Source: an optimization exercise on an open RTL-to-GDS flow (aim: a short achievable clock period and few clock cycles). Production flows keep margins and buffers that such runs may drop. The RTL was checked by simulation tests, not by an equivalence proof against the original design. No activity file was given, so power comes from the tool's default toggle rates.

**flow/config.mk**
```make
export PLATFORM = sky130hd
export DESIGN_NAME = rv_core
export DESIGN_NICKNAME = rv_core
export VERILOG_FILES = /design/flow/design.v
export SDC_FILE = /design/flow/constraint.sdc
export NUM_CORES = 4
export LEC_CHECK = 0
export CAP_MARGIN = 20
export CORE_MARGIN = 2
export CORE_UTILIZATION = 40
export SLEW_MARGIN = 20
```
**flow/constraint.sdc**
```tcl
create_clock -name core_clock -period 13.0 [get_ports {clk}]
set_input_delay 2.6000 -clock core_clock [delete_from_list [all_inputs] [get_ports {clk}]]
set_output_delay 2.6000 -clock core_clock [all_outputs]
set_load 0.01 [all_outputs]
```
**flow/design.v**
```verilog
package rv_pkg;
  localparam int xlen = 32;
  typedef logic [xlen-1:0] word_t;
  typedef logic [4:0]      reg_addr_t;
  typedef logic [3:0]      byte_en_t;
  typedef logic [2:0]      funct3_t;
  typedef enum logic [6:0] {
    op_lui    = 7'b0110111,
    op_auipc  = 7'b0010111,
    op_jal    = 7'b1101111,
    op_jalr   = 7'b1100111,
    op_branch = 7'b1100011,
    op_load   = 7'b0000011,
    op_store  = 7'b0100011,
    op_imm    = 7'b0010011,
    op_reg    = 7'b0110011,
    op_system = 7'b1110011
  } opcode_e;
  localparam funct3_t f3_beq  = 3'b000;
  localparam funct3_t f3_bne  = 3'b001;
  localparam funct3_t f3_blt  = 3'b100;
  localparam funct3_t f3_bge  = 3'b101;
  localparam funct3_t f3_bltu = 3'b110;
  localparam funct3_t f3_bgeu = 3'b111;
  localparam funct3_t f3_byte   = 3'b000;
  localparam funct3_t f3_half   = 3'b001;
  localparam funct3_t f3_word   = 3'b010;
  localparam funct3_t f3_byte_u = 3'b100;
  localparam funct3_t f3_half_u = 3'b101;
  localparam logic [6:0] funct7_alt = 7'd32;
  typedef enum logic [3:0] {
    alu_add, alu_sub, alu_sll, alu_slt, alu_sltu,
    alu_xor, alu_srl, alu_sra, alu_or, alu_and
  } alu_op_e;
  typedef enum logic {a_rs1, a_pc} a_sel_e;
  typedef enum logic {b_rs2, b_imm} b_sel_e;
  typedef enum logic [1:0] {wb_alu, wb_load, wb_pc4, wb_imm} wb_sel_e;
  localparam word_t reset_pc   = '0;
  localparam word_t insn_bytes = 32'd4;
endpackage
`timescale 1ns/10ps
module rv_decoder (
  input  rv_pkg::word_t     insn,
  output rv_pkg::reg_addr_t rs1,
  output rv_pkg::reg_addr_t rs2,
  output rv_pkg::reg_addr_t rd,
  output logic              reg_we,
  output rv_pkg::word_t     imm,
  output rv_pkg::alu_op_e   alu_op,
  output rv_pkg::a_sel_e    a_sel,
  output rv_pkg::b_sel_e    b_sel,
  output rv_pkg::wb_sel_e   wb_sel,
  output logic              is_branch,
  output logic              is_jal,
  output logic              is_jalr,
  output logic              is_load,
  output logic              is_store,
  output rv_pkg::funct3_t   funct3,
  output logic              halt,
  output logic              illegal
);
  rv_pkg::opcode_e opcode;
  logic [6:0]      funct7;
  logic            is_ecall;
  rv_pkg::word_t   imm_i, imm_s, imm_b, imm_j, imm_u;
  function automatic rv_pkg::alu_op_e alu_map(input rv_pkg::funct3_t f3, input logic alt);
    case (f3)
      3'b000:  alu_map = alt ? rv_pkg::alu_sub : rv_pkg::alu_add;
      3'b001:  alu_map = rv_pkg::alu_sll;
      3'b010:  alu_map = rv_pkg::alu_slt;
      3'b011:  alu_map = rv_pkg::alu_sltu;
      3'b100:  alu_map = rv_pkg::alu_xor;
      3'b101:  alu_map = alt ? rv_pkg::alu_sra : rv_pkg::alu_srl;
      3'b110:  alu_map = rv_pkg::alu_or;
      default: alu_map = rv_pkg::alu_and;
    endcase
  endfunction
  assign opcode   = rv_pkg::opcode_e'(insn[6:0]);
  assign rd       = insn[11:7];
  assign funct3   = insn[14:12];
  assign rs1      = insn[19:15];
  assign rs2      = insn[24:20];
  assign funct7   = insn[31:25];
  assign is_ecall = (opcode == rv_pkg::op_system) && (insn[31:7] == '0);
  assign imm_i = {{20{insn[31]}}, insn[31:20]};
  assign imm_s = {{20{insn[31]}}, insn[31:25], insn[11:7]};
  assign imm_b = {{19{insn[31]}}, insn[31], insn[7], insn[30:25], insn[11:8], 1'b0};
  assign imm_j = {{11{insn[31]}}, insn[31], insn[19:12], insn[20], insn[30:21], 1'b0};
  assign imm_u = {insn[31:12], 12'b0};
  always_comb begin
    reg_we    = 1'b0;
    imm       = imm_i;
    alu_op    = rv_pkg::alu_add;
    a_sel     = rv_pkg::a_rs1;
    b_sel     = rv_pkg::b_imm;
    wb_sel    = rv_pkg::wb_alu;
    is_branch = 1'b0;
    is_jal    = 1'b0;
    is_jalr   = 1'b0;
    is_load   = 1'b0;
    is_store  = 1'b0;
    halt      = 1'b0;
    illegal   = 1'b0;
    case (opcode)
      rv_pkg::op_lui: begin
        reg_we = 1'b1;
        imm    = imm_u;
        wb_sel = rv_pkg::wb_imm;
      end
      rv_pkg::op_auipc: begin
        reg_we = 1'b1;
        imm    = imm_u;
        a_sel  = rv_pkg::a_pc;
      end
      rv_pkg::op_jal: begin
        reg_we = 1'b1;
        imm    = imm_j;
        wb_sel = rv_pkg::wb_pc4;
        is_jal = 1'b1;
      end
      rv_pkg::op_jalr: begin
        reg_we  = 1'b1;
        wb_sel  = rv_pkg::wb_pc4;
        is_jalr = 1'b1;
        illegal = (funct3 != 3'b000);
      end
      rv_pkg::op_branch: begin
        imm       = imm_b;
        b_sel     = rv_pkg::b_rs2;
        is_branch = 1'b1;
        illegal   = (funct3 == 3'b010) || (funct3 == 3'b011);
      end
      rv_pkg::op_load: begin
        reg_we  = 1'b1;
        wb_sel  = rv_pkg::wb_load;
        is_load = 1'b1;
        illegal = (funct3 == 3'b011) || (funct3[2:1] == 2'b11);
      end
      rv_pkg::op_store: begin
        imm      = imm_s;
        is_store = 1'b1;
        illegal  = (funct3 > rv_pkg::f3_word);
      end
      rv_pkg::op_imm: begin
        reg_we = 1'b1;
        alu_op = alu_map(funct3, funct3 == 3'b101 && funct7 == rv_pkg::funct7_alt);
        if (funct3 == 3'b001 || funct3 == 3'b101) begin
          illegal = !(funct7 == 7'd0 ||
                      (funct3 == 3'b101 && funct7 == rv_pkg::funct7_alt));
        end
      end
      rv_pkg::op_reg: begin
        reg_we  = 1'b1;
        b_sel   = rv_pkg::b_rs2;
        alu_op  = alu_map(funct3, funct7 == rv_pkg::funct7_alt);
        illegal = !(funct7 == 7'd0 || (funct7 == rv_pkg::funct7_alt &&
                    (funct3 == 3'b000 || funct3 == 3'b101)));
      end
      rv_pkg::op_system: begin
        halt    = is_ecall;
        illegal = !is_ecall;
      end
      default: illegal = 1'b1;
    endcase
    if (illegal) begin
      reg_we    = 1'b0;
      is_branch = 1'b0;
      is_jalr   = 1'b0;
      is_load   = 1'b0;
      is_store  = 1'b0;
    end
  end
endmodule
`timescale 1ns/10ps
module rv_regfile (
  input  logic              clk,
  input  logic              rst,
  input  logic              we,
  input  rv_pkg::reg_addr_t rs1,
  input  rv_pkg::reg_addr_t rs2,
  input  rv_pkg::reg_addr_t rd,
  input  rv_pkg::word_t     rd_data,
  output rv_pkg::word_t     rs1_data,
  output rv_pkg::word_t     rs2_data
);
  localparam int num_regs = 32;
  rv_pkg::word_t regs [1:num_regs-1];
  always_ff @(posedge clk) begin
    if (rst) begin
      for (int i = 1; i < num_regs; i++) begin
        regs[i] <= '0;
      end
    end else if (we && rd != '0) begin
      regs[rd] <= rd_data;
    end
  end
  assign rs1_data = (rs1 == '0) ? '0 : regs[rs1];
  assign rs2_data = (rs2 == '0) ? '0 : regs[rs2];
endmodule
`timescale 1ns/10ps
module rv_alu (
  input  rv_pkg::word_t   a,
  input  rv_pkg::word_t   b,
  input  rv_pkg::alu_op_e op,
  output rv_pkg::word_t   result
);
  logic [4:0] shamt;
  logic       lt_signed;
  logic       lt_unsigned;
  assign shamt = b[4:0];
  assign lt_signed   = $signed(a) < $signed(b);
  assign lt_unsigned = a < b;
  always_comb begin
    case (op)
      rv_pkg::alu_add: begin
        result = a + b;
      end
      rv_pkg::alu_sub: begin
        result = a - b;
      end
      rv_pkg::alu_sll: begin
        result = a << shamt;
      end
      rv_pkg::alu_slt: begin
        result = {{(rv_pkg::xlen-1){1'b0}}, lt_signed};
      end
      rv_pkg::alu_sltu: begin
        result = {{(rv_pkg::xlen-1){1'b0}}, lt_unsigned};
      end
      rv_pkg::alu_xor: begin
        result = a ^ b;
      end
      rv_pkg::alu_srl: begin
        result = a >> shamt;
      end
      rv_pkg::alu_sra: begin
        result = $signed(a) >>> shamt;
      end
      rv_pkg::alu_or: begin
        result = a | b;
      end
      rv_pkg::alu_and: begin
        result = a & b;
      end
      default: begin
        result = a + b;
      end
    endcase
  end
endmodule
`timescale 1ns/10ps
module rv_next_pc (
  input  logic            clk,
  input  logic            rst,
  input  logic            is_branch,
  input  logic            is_jal,
  input  logic            is_jalr,
  input  rv_pkg::funct3_t funct3,
  input  rv_pkg::word_t   rs1_data,
  input  rv_pkg::word_t   rs2_data,
  input  rv_pkg::word_t   imm,
  output rv_pkg::word_t   pc,
  output rv_pkg::word_t   pc_plus4
);
  logic          take;
  rv_pkg::word_t jalr_target;
  rv_pkg::word_t pc_next;
  always_comb begin
    case (funct3)
      rv_pkg::f3_beq:  take = (rs1_data == rs2_data);
      rv_pkg::f3_bne:  take = (rs1_data != rs2_data);
      rv_pkg::f3_blt:  take = ($signed(rs1_data) < $signed(rs2_data));
      rv_pkg::f3_bge:  take = ($signed(rs1_data) >= $signed(rs2_data));
      rv_pkg::f3_bltu: take = (rs1_data < rs2_data);
      rv_pkg::f3_bgeu: take = (rs1_data >= rs2_data);
      default:         take = 1'b0;
    endcase
  end
  assign pc_plus4 = pc + rv_pkg::insn_bytes;
  assign jalr_target = (rs1_data + imm) & ~rv_pkg::word_t'(1);
  always_comb begin
    if (is_jalr) begin
      pc_next = jalr_target;
    end else if (is_jal || (is_branch && take)) begin
      pc_next = pc + imm;
    end else begin
      pc_next = pc_plus4;
    end
  end
  always_ff @(posedge clk) begin
    if (rst) begin
      pc <= rv_pkg::reset_pc;
    end else begin
      pc <= pc_next;
    end
  end
endmodule
`timescale 1ns/10ps
module rv_lsu (
  input  logic             is_load,
  input  logic             is_store,
  input  rv_pkg::funct3_t  funct3,
  input  rv_pkg::word_t    addr,
  input  rv_pkg::word_t    store_src,
  input  rv_pkg::word_t    dmem_rdata,
  output rv_pkg::word_t    dmem_addr,
  output rv_pkg::word_t    dmem_wdata,
  output rv_pkg::byte_en_t dmem_be,
  output rv_pkg::word_t    load_data
);
  logic [1:0]    offset;
  logic [4:0]    bit_shift;
  rv_pkg::word_t rdata_shifted;
  assign offset    = addr[1:0];
  assign bit_shift = {offset, 3'b000};
  assign dmem_addr  = {addr[rv_pkg::xlen-1:2], 2'b00};
  assign dmem_wdata = store_src << bit_shift;
  always_comb begin
    dmem_be = '0;
    if (is_store) begin
      case (funct3)
        rv_pkg::f3_byte: dmem_be = rv_pkg::byte_en_t'(4'b0001 << offset);
        rv_pkg::f3_half: dmem_be = rv_pkg::byte_en_t'(4'b0011 << offset);
        rv_pkg::f3_word: dmem_be = 4'b1111;
        default:         dmem_be = '0;
      endcase
    end
  end
  assign rdata_shifted = dmem_rdata >> bit_shift;
  always_comb begin
    load_data = '0;
    if (is_load) begin
      case (funct3)
        rv_pkg::f3_byte:   load_data = {{24{rdata_shifted[7]}}, rdata_shifted[7:0]};
        rv_pkg::f3_half:   load_data = {{16{rdata_shifted[15]}}, rdata_shifted[15:0]};
        rv_pkg::f3_byte_u: load_data = {24'b0, rdata_shifted[7:0]};
        rv_pkg::f3_half_u: load_data = {16'b0, rdata_shifted[15:0]};
        default:           load_data = rdata_shifted;
      endcase
    end
  end
endmodule
`timescale 1ns/10ps
module rv_core (
  input  logic             clk,
  input  logic             rst,
  input  rv_pkg::word_t    insn,
  input  rv_pkg::word_t    dmem_rdata,
  output rv_pkg::word_t    pc,
  output rv_pkg::word_t    dmem_addr,
  output rv_pkg::word_t    dmem_wdata,
  output rv_pkg::byte_en_t dmem_be,
  output logic             halt
);
  rv_pkg::reg_addr_t rs1, rs2, rd;
  logic              reg_we;
  rv_pkg::word_t     imm;
  rv_pkg::alu_op_e   alu_op;
  rv_pkg::a_sel_e    a_sel;
  rv_pkg::b_sel_e    b_sel;
  rv_pkg::wb_sel_e   wb_sel;
  logic              is_branch, is_jal, is_jalr, is_load, is_store;
  rv_pkg::funct3_t   funct3;
  rv_pkg::word_t     rs1_data, rs2_data, rd_data;
  rv_pkg::word_t     alu_a, alu_b, alu_result;
  rv_pkg::word_t     pc_plus4, load_data;
  rv_decoder decoder0 (
    .insn(insn), .rs1(rs1), .rs2(rs2), .rd(rd), .reg_we(reg_we), .imm(imm),
    .alu_op(alu_op), .a_sel(a_sel), .b_sel(b_sel), .wb_sel(wb_sel),
    .is_branch(is_branch), .is_jal(is_jal), .is_jalr(is_jalr),
    .is_load(is_load), .is_store(is_store), .funct3(funct3),
    .halt(halt), .illegal()
  );
  rv_regfile regfile0 (
    .clk(clk), .rst(rst), .we(reg_we), .rs1(rs1), .rs2(rs2), .rd(rd),
    .rd_data(rd_data), .rs1_data(rs1_data), .rs2_data(rs2_data)
  );
  assign alu_a = (a_sel == rv_pkg::a_pc) ? pc : rs1_data;
  assign alu_b = (b_sel == rv_pkg::b_imm) ? imm : rs2_data;
  rv_alu alu0 (.a(alu_a), .b(alu_b), .op(alu_op), .result(alu_result));
  rv_next_pc next_pc0 (
    .clk(clk), .rst(rst), .is_branch(is_branch), .is_jal(is_jal), .is_jalr(is_jalr),
    .funct3(funct3), .rs1_data(rs1_data), .rs2_data(rs2_data), .imm(imm),
    .pc(pc), .pc_plus4(pc_plus4)
  );
  rv_lsu lsu0 (
    .is_load(is_load), .is_store(is_store && !rst), .funct3(funct3), .addr(alu_result),
    .store_src(rs2_data), .dmem_rdata(dmem_rdata), .dmem_addr(dmem_addr),
    .dmem_wdata(dmem_wdata), .dmem_be(dmem_be), .load_data(load_data)
  );
  always_comb begin
    case (wb_sel)
      rv_pkg::wb_alu:  rd_data = alu_result;
      rv_pkg::wb_load: rd_data = load_data;
      rv_pkg::wb_pc4:  rd_data = pc_plus4;
      default:         rd_data = imm;
    endcase
  end
endmodule
```
**flow/run.sh**
```bash
#!/bin/bash
# synth_recipe.tcl (not shown) runs the flow's synth.tcl, then flattens the netlist and writes it again
# the make line also repeats each setting of config.mk as NAME=value (left out here)
make -C /OpenROAD-flow-scripts/flow DESIGN_CONFIG=/design/flow/config.mk WORK_HOME=/design/flow/orfs CLKGATE_MAP_FILE= SYNTH_SCRIPT=/design/flow/synth_recipe.tcl finish
```
==> summary.txt <==
* VDD IR-drop max at 0.000123 V
* Rows at 157
* Final hold vios at 0
* Warnings from Yosys at 6
* WP data arrival at 10.09 ns
* Final setup viols at 0
* Sequential area share after synthesis at 42.7%
* Clk sink count at 1056
* Drt first-iter violations at 9176
* Vias in the first global route at 61.8k
* Post-route ant nets at 0
* Top_reg_cell synth: edfxtp_1
* Fillers at 16.8k
* Root buffer cell: clkbuf_16
* Number of max-cap violations at 0
* Leak pwr at 30.3 nW
* Initial core utilization at 40.2%
* Yosys reg bits at 1056
* Die Height at 433 um
* Highest clock rate at 78.8 MHz
* Vias per cell at 6.94
* Leading post-synthesis cells by cell area: edfxtp_1 42%, mux4_2 12%, mux2i_1 7.7%, a21oi_1 4.3%, a211oi_1 4.1%
* Status: finished clean
* Final-stage net count at 6890
* Critical Path RT at 10.40 ns
* PwrDens at 129 nW/um2
* Clk slew on worst S/H paths at 0.06 ns
* TritonRoute pass-1 iters at 7
* R2R Setup Slk at 4.75 ns
* Die width at 433 um
* Max-slew violation count at 0
* Post-route setup slack at 0.307 ns
* HP Class: reg -> reg
* Final worst path period need at 12.69 ns
* Most common library cell in the layout ignoring fill and taps: edfxtp_1
* Pre-CTS setup slack at 0.597 ns
* Mapped Avg Cell Area at 11.2 um2
* Slew margin rel. at 17.2%
* Clk latency of the worst-skew pair at 0.79 ns
* Top Ports at 167
* Bufs on Longest Clock Path at 3
* Largest net degree at the start of global routing at 145
* Wirelength per Cell at 39.2 um
* Top Metal Used: met5
* WL final at 360000 um
* Post-CTS Setup Bufs at 0
* Mapped Cells at 6576
* M1 WL at 123000 um
* Worst R2R Path Depth at 28
* Fin Setup TNS at 0 ns
* Met2 Routed Length at 161000 um
* Worst-path maximum fanout at 11
* Commonest non-fill, non-tap cells in the layout: 1024 x edfxtp_1, 629 x a21oi_1, 578 x nor2_1, 565 x mux2i_1, 395 x a211oi_1
* Area growth syn-to-layout at 11.8%
* Die area at 187000 um2
* Area leader, netlist: edfxtp_1
* Worst Skew at 0.0708 ns
* Post-CTS Resized at 0
* TritonCTS buffer count at 107
* Crit Path Class: in -> out
* Post-synth cell types at 122
* Area share of the largest cell type after synthesis at 41.8%
* Worst slew pin tran at 1.21 ns
* CTS tree: built
* CP startpoint kind: input port
* Detail Placement HPWL at 250000 um
* Reg2reg end: regfile0.regs[19][19]$_SDFFCE_PN0P_
* Drt drc at 0
* Unrepaired setup endpoints after global routing: false
* Ys async rst share at 0%
* Clock H-tree levels at 3
* Initial antenna violation count at 16
* Global Route Usage Sum at 37.7%
* Worst R2R Start: regfile0.regs[31][0]$_SDFFCE_PN0P_
* First-pass GRT wire length at 493000 um
* Share of cells above drive strength 1 at 18.4%
* Grt total ovfl at 0
* CORE AREA at 183000 um2
* Mapped Area at 73500 um2
* DR WL met3 at 39300 um
* Cts hold-fix bufs at 0
* Final period utilization at 97.6%
* EDFF count, synth at 1024
* RePlAce Congestion at 1.07
* Hold Path Stages at 2
* DR vias at 63.8k
* CP endpoint kind: primary output
* Number of port buffers at 164
==> cell usage after synthesis (all sizes together) (13+ instances only) <==
master       count
o22ai           67
or2             26
edfxtp        1024
dlygate4sd1     26
o21a            23
a31oi           34
a211oi         406
nor4            46
nand2b          30
a21o            58
a21oi          635
xor2            37
dfxtp           32
nand3           69
o31ai           14
buf            314
a221oi          26
a22oi          245
o21ai          147
clkbuf         328
nand2          374
and4            13
nor3           165
inv            149
or3             19
nor2b           50
mux2i          570
and3            34
ha             191
mux2            25
o211ai          36
a2111oi         16
xnor2           56
nor2           600
a21boi          15
mux4           381
and2            51
o21bai          13
nand4           30
==> routing by layer <==
metal  global-route usage (%)  vias to the layer above
met5                        0                        -
met4                     32.5                       10
met1                     44.0                    31700
li1                         -                    25800
met3                     8.51                     1394
met2                     58.6                     4946
==> state kept, by name, indices dropped and copies added (netlist names), named ones only <==
register,count
regfile0.regs,1024
next_pc0.pc,31
==> where the power goes <==
| part | switching (mW) | internal (mW) |
|---|---|---|
| Sequential | 0.0790 | 3.87 |
| Clock | 1.44 | 1.70 |
| Combinational | 2.40 | 1.12 |
==> worst max-delay path by stage <==
stage / from / endpoint / slack, ns / cells after the start
after CTS: insn[19] / dmem_wdata[16] / 0.58 / 26
final: insn[19] / dmem_wdata[16] / 0.31 / 26
after global routing: insn[19] / dmem_wdata[22] / 0.25 / 21
after floorplan: insn[20] / dmem_be[0] / 1.52 / 26
after detailed placement: insn[19] / dmem_wdata[16] / 0.60 / 26
after global placement: insn[19] / dmem_wdata[16] / 0.68 / 26
==> through the flow <==
stage	hold slack [ns]	total power, mW	area [um2]	std cells	utilization [%]
2_1_floorplan	0.594	5.84	73700	6609	-
3_3_place_gp	0.736	7.37	78700	8982	43.0
3_5_place_dp	0.773	7.38	78700	8982	43.0
4_1_cts	0.771	10.5	82200	9183	44.9
5_1_grt	0.782	10.8	82200	9189	44.9
6_report	0.787	10.6	82200	9196	45.0
==> logic make-up after synthesis <==
logic type / after synthesis / synth area share, %
xor gates and xnor gates: 93 / 1.11
and+or+nand+nor: 1549 / 9.89
other: 1 / 0.00510
adders and majority gates: 195 / 3.36
muxes: 976 / 19.9
AOI/OAI and AO/OA: 1884 / 17.2
buffers and inverters: 822 / 5.86
DFF: 1056 / 42.7
==> cell type report <==
| cell class | instances | area (um2) | share of cell area (%) |
|---|---|---|---|
| clock inverter | 74 | 726 | 0.883 |
| inverter | 152 | 573 | 0.697 |
| clock buffer | 127 | 2750 | 3.35 |
| sequential | 1056 | 31400 | 38.2 |
| antenna | 11 | 27.5 | 0.0335 |
| timing repair buffer | 581 | 5090 | 6.20 |
| multi-input combinational | 4731 | 38600 | 46.9 |
| tap | 2464 | 3080 | 3.75 |
==> worst max-delay path, stage by stage <==
cell and delay (ns):
clkdlybuf4s50_1 0.73, and4bb_2 0.48, a22oi_1 0.24, nand2_1 0.26, a2111oi_2 0.63, buf_4 0.26
a22oi_1 0.21, ha_1 0.33, inv_1 0.09, fa_1 0.22, a21o_1 0.13, nand2_1 0.11
o211a_1 0.29, o221a_2 0.29, a31o_2 0.30, o211ai_1 0.18, buf_4 0.16, nand3b_1 0.10
a21oi_1 0.20, buf_4 0.21, o21a_1 0.17, nand3_2 0.29, buf_4 0.30, a21oi_1 0.55
o22ai_1 0.20, clkdlybuf4s50_1 0.52
Testbench counts, summed over its fixed seeds: cycles 90,015.

afterwards: timing with drivers on the ports:
The flow's constraints put no driver on any port. The routed layout listed below was extracted and timed again, unchanged, in two steps. Step 1 sets driving cells, clkbuf_16 on the clock port and buf_2 on the other inputs (assumed; they add their load-dependent delay and slew). Step 2, shift: input delay + t, output delay - t, t = (earliest + latest rising clock arrival at the registers) / 2. This alone moves slack from input paths to output paths. Slacks: ideal ports / drivers / drivers and shift; pairs: ideal ports / drivers.
t, ns: 0.837
setup WS [ns]: 0.307 / 0.215 / 0.215
hold WS [ns]: 0.787 / 0.787 / 0.787
clock arrival spread, ns: 0.071 / 0.071
worst data-port slew with drivers (ns): 0.11
After both steps this run still meets setup and hold. For this run, drivers alone change the setup slack by -0.092 ns; drivers and shift together by -0.092 ns.
